This design comes from an exercise in tuning for small area on the open sky130 flow, not from production work. Where RTL was checked, it was by simulation tests only, not by an equivalence proof against the original. Power figures rest on the tool's default switching activity, not on a simulated workload.

the baseline:
==> flow/design.v (excerpt) <==
module teleop_drive_and_gimbal_command_unit
(
    input  logic        i_clk,
    input  logic        i_rst_n,
    input  logic [39:0] s_axis_tdata,
    input  logic        s_axis_tvalid,
    output logic        s_axis_tready,
    output logic [87:0] m_axis_tdata,
    output logic        m_axis_tvalid,
    input  logic        m_axis_tready,
    input  logic        i_cfg_we,
    input  logic [2:0]  i_cfg_idx,
    input  logic [19:0] i_cfg_data
);
    logic [6:0]  r_thr;
    logic [19:0] r_fs;
    logic [12:0] r_pan_pl, r_pan_nl, r_tilt_pl, r_tilt_nl;    
    logic [7:0]  r_pan_mr, r_tilt_mr;                         
    localparam logic [19:0] D_THR = 20'd80;
    localparam logic [19:0] D_FS  = 20'd500000;
    localparam logic [19:0] D_PPL = 20'd28000;
    localparam logic [19:0] D_PNL = 20'd28000;
    localparam logic [19:0] D_TPL = 20'd18000;
    localparam logic [19:0] D_TNL = 20'd18000;
    wire        w_rst = ~i_rst_n;
    wire [19:0] w_d0  = i_cfg_data & {20{i_rst_n}};
    wire [19:0] w_d1  = i_cfg_data | {20{w_rst}};
    function automatic logic [19:0] f_dv(input logic [19:0] dflt, input logic [19:0] d0,
  ...
For scale: ~830 cells after synthesis, about 190 flip-flops, roughly 160 I/O pins, roughly 0.0098 sq mm of cells after synthesis.
clock: 8.0 ns
lec_check: 0
cap_margin: 0
core_margin: 2
core_utilization: 65
gpl_timing_driven: 0
place_density: 0.75
slew_margin: 0
standard.sh (not shown) runs the stock make flow with config.mk's settings and CLKGATE_MAP_FILE= SYNTH_SCRIPT=/design/flow/synth_recipe.tcl, a recipe that flattens the netlist after the stock synthesis.
==> flow/flow/run.sh <==
#!/bin/bash
# Standard ORFS layout (the standard.sh) with these changes:
#  - port buffers use the smallest buffer, sky130_fd_sc_hd__buf_1, instead of the cell
#    buffer_ports picks by default (clkdlybuf4s50_1); every port still gets its buffer;
#  - the buffers abc inserted are removed at floorplan (global placement is not timing
#    driven here, which would otherwise remove them);
#  - clock tree synthesis without dummy loads, with small clock buffers and clusters of
#    at most 20 flip-flops.
set -euo pipefail
export BUFFER_PORTS_ARGS="-buffer_cell sky130_fd_sc_hd__buf_1"
export REMOVE_ABC_BUFFERS=1
export CTS_ARGS="-sink_clustering_enable -repair_clock_nets -dont_use_dummy_load -sink_clustering_size 24 -sink_clustering_max_diameter 80 -buf_list {sky130_fd_sc_hd__clkbuf_8 sky130_fd_sc_hd__clkbuf_16}"
bash standard.sh > standard_flow.log 2>&1
Edits applied to the flow inputs when going from the baseline to the candidate:
--- a/flow/flow/run.sh
+++ b/flow/flow/run.sh
@@ -11,3 +11,3 @@
 export REMOVE_ABC_BUFFERS=1
-export CTS_ARGS="-sink_clustering_enable -repair_clock_nets -dont_use_dummy_load -sink_clustering_size 24 -sink_clustering_max_diameter 80 -buf_list {sky130_fd_sc_hd__clkbuf_8 sky130_fd_sc_hd__clkbuf_16}"
+export CTS_ARGS="-sink_clustering_enable -repair_clock_nets -dont_use_dummy_load -sink_clustering_size 20 -sink_clustering_max_diameter 60 -buf_list {sky130_fd_sc_hd__clkbuf_4 sky130_fd_sc_hd__clkbuf_8}"
 bash standard.sh > standard_flow.log 2>&1
Results
- In the flow results for the candidate and the baseline, the period utilization is larger on the baseline.
- The final-layout non-clock buffer area share number comes out higher for the candidate vs the baseline.
- When the candidate is measured against the baseline, its post-route minimum period turns out 13 ps lower.
- Comparing layout-stage area growth over the synthesis result for the candidate and the baseline, the smaller number came from the candidate.
- When the candidate is measured against the baseline, its utilization turns out 1.2 points lower.
- Compared with the baseline, power in the candidate decreased by a little under 10%.
- Wire length of the first global-routing pass down about 2.4% in the candidate wrt the baseline

* * *

Another version of the RTL of teleop_drive_and_gimbal_command_unit (not shown whole).
Size: ~890 cells after synthesis, ~200 flip-flops, ~10,000 µm² of cells after synthesis.
clock: 8.0 ns
lec_check: 0
cap_margin: 20
core_margin: 2
core_utilization: 65
place_density: 0.75
slew_margin: 20
==> flow/flow/run.sh <==
#!/bin/bash
# Standard ORFS layout (the standard.sh) with two changes:
#  - port buffers use the smallest buffer, sky130_fd_sc_hd__buf_1, instead of the cell
#    buffer_ports picks by default (clkdlybuf4s50_1); every port still gets its buffer;
#  - clock tree synthesis without dummy loads.
set -euo pipefail
export BUFFER_PORTS_ARGS="-buffer_cell sky130_fd_sc_hd__buf_1"
export CTS_ARGS="-sink_clustering_enable -repair_clock_nets -dont_use_dummy_load"
bash standard.sh > standard_flow.log 2>&1
The baseline ran to the end with no violations.
Rerun with:
--- a/flow/flow/run.sh
+++ b/flow/flow/run.sh
@@ -8 +8 @@
-export CTS_ARGS="-sink_clustering_enable -repair_clock_nets -dont_use_dummy_load"
+export CTS_ARGS="-sink_clustering_enable -repair_clock_nets -dont_use_dummy_load -buf_list {sky130_fd_sc_hd__clkbuf_4 sky130_fd_sc_hd__clkbuf_8}"
Effect:
- The new run completed with no timing, DRC or antenna violations
- routed wire length rises by 0.42%
- core utilization decreases by 0.37 points
- count of clock-buffer cells in the layout grows by 13
- via count rises by 0.80%
- synthesized area does not change
- sequential share of layout area rose by 0.26 points
- cell count climbs by 1.1%
- design area drops by 0.51%
- critical path depth does not change
- sequential power is about the same
- first-iteration DRC count is higher by 15%
No run of this note included a check of the RTL's function; only the layout flow was run.

* * *

Another version of the RTL of teleop_drive_and_gimbal_command_unit (not shown whole).
Size: about 810 cells after synthesis, roughly 160 I/O pins, ~9900 µm² of cells after synthesis.
clock: 8.0 ns
lec_check: 0
cap_margin: 0
core_margin: 2
core_utilization: 70
gpl_timing_driven: 0
place_density: 0.8
slew_margin: 0
==> flow/flow/run.sh <==
#!/bin/bash
# Standard ORFS layout (the standard.sh) with these changes:
#  - port buffers use the smallest buffer, sky130_fd_sc_hd__buf_1, instead of the cell
#    buffer_ports picks by default (clkdlybuf4s50_1); every port still gets its buffer;
#  - the buffers abc inserted are removed at floorplan (global placement is not timing
#    driven here, which would otherwise remove them);
#  - clock tree synthesis without dummy loads, with small clock buffers and clusters of
#    at most 16 flip-flops.
set -euo pipefail
export BUFFER_PORTS_ARGS="-buffer_cell sky130_fd_sc_hd__buf_1"
export REMOVE_ABC_BUFFERS=1
export CTS_ARGS="-sink_clustering_enable -repair_clock_nets -dont_use_dummy_load -sink_clustering_size 16 -sink_clustering_max_diameter 50 -buf_list {sky130_fd_sc_hd__clkbuf_4 sky130_fd_sc_hd__clkbuf_8}"
bash standard.sh > standard_flow.log 2>&1
The starting point finished clean.
Rerun with:
Settings changed: CORE_UTILIZATION 70 to 75, PLACE_DENSITY 0.8 to 0.85.
=>
- The new run finished with timing, DRC and antenna clean
- area after synthesis does not change
- core utilization rose by 5.9 points
- routed wire length rose by 2.3%
- clock power drops by about 1%
- die area went down by 6.5%
- power goes down by 0.38%
Rerun with:
--- a/flow/flow/run.sh
+++ b/flow/flow/run.sh
@@ -8 +8 @@
-#    at most 16 flip-flops.
+#    at most 20 flip-flops.
@@ -12 +12 @@
-export CTS_ARGS="-sink_clustering_enable -repair_clock_nets -dont_use_dummy_load -sink_clustering_size 16 -sink_clustering_max_diameter 50 -buf_list {sky130_fd_sc_hd__clkbuf_4 sky130_fd_sc_hd__clkbuf_8}"
+export CTS_ARGS="-sink_clustering_enable -repair_clock_nets -dont_use_dummy_load -sink_clustering_size 20 -sink_clustering_max_diameter 60 -buf_list {sky130_fd_sc_hd__clkbuf_4 sky130_fd_sc_hd__clkbuf_8}"
Settings changed: CORE_UTILIZATION 75 to 65, PLACE_DENSITY 0.85 to 0.75.
What happened:
- The new run finished with timing, DRC and antenna clean
- sequential power is about the same
- utilization falls by 12 points
- area after synthesis does not change
- power hardly moves
- global-route usage falls by 5.3 points
- clock-buffer cell count stays the same
- design area is about the same

## re-timing with driven ports
The flow's constraints put no driver on any port. The routed layouts listed below were extracted and timed again, unchanged, in two steps.
Step 1, drivers: a clkbuf_16 drives i_clk and a buf_2 each remaining input, both assumed.
Step 2, shift: input delay + t, output delay - t, t = (earliest + latest rising clock arrival at the registers) / 2. This alone moves slack from input paths to output paths.
Slacks: ideal ports / drivers / drivers and shift; pairs: ideal ports / drivers.
run | shift t [ns] | setup slack, ns | worst setup path at the end | worst register clock-pin slew, ns | worst slew at a driven data input, ns
the baseline | 0.471 | 0.312 / 0.312 / 0.312 | register to register | 0.07 / 0.07 | 0.05
the candidate | 0.478 | 0.325 / 0.325 / 0.325 | register to register | 0.10 / 0.10 | 0.04
the first run of note 2 | 0.522 | 0.328 / 0.328 / -0.050 | input to register | 0.06 / 0.06 | 0.05
the second run of note 2 | 0.530 | 0.314 / 0.314 / -0.069 | input to register | 0.06 / 0.06 | 0.05
the first run of note 3 | 0.491 | 0.259 / 0.259 / -0.061 | input to register | 0.09 / 0.09 | 0.06
the second run of note 3 | 0.492 | 0.233 / 0.233 / -0.188 | input to register | 0.10 / 0.10 | 0.06
the third run of note 3 | 0.492 | 0.317 / 0.323 / -0.169 | input to register | 0.10 / 0.10 | 0.06
Met with ideal ports but missed after step 2: setup timing in 5 of these runs. The setup slack of the third run of note 3, which loses most, moves by +0.006 ns with the drivers and by -0.486 ns with both steps.
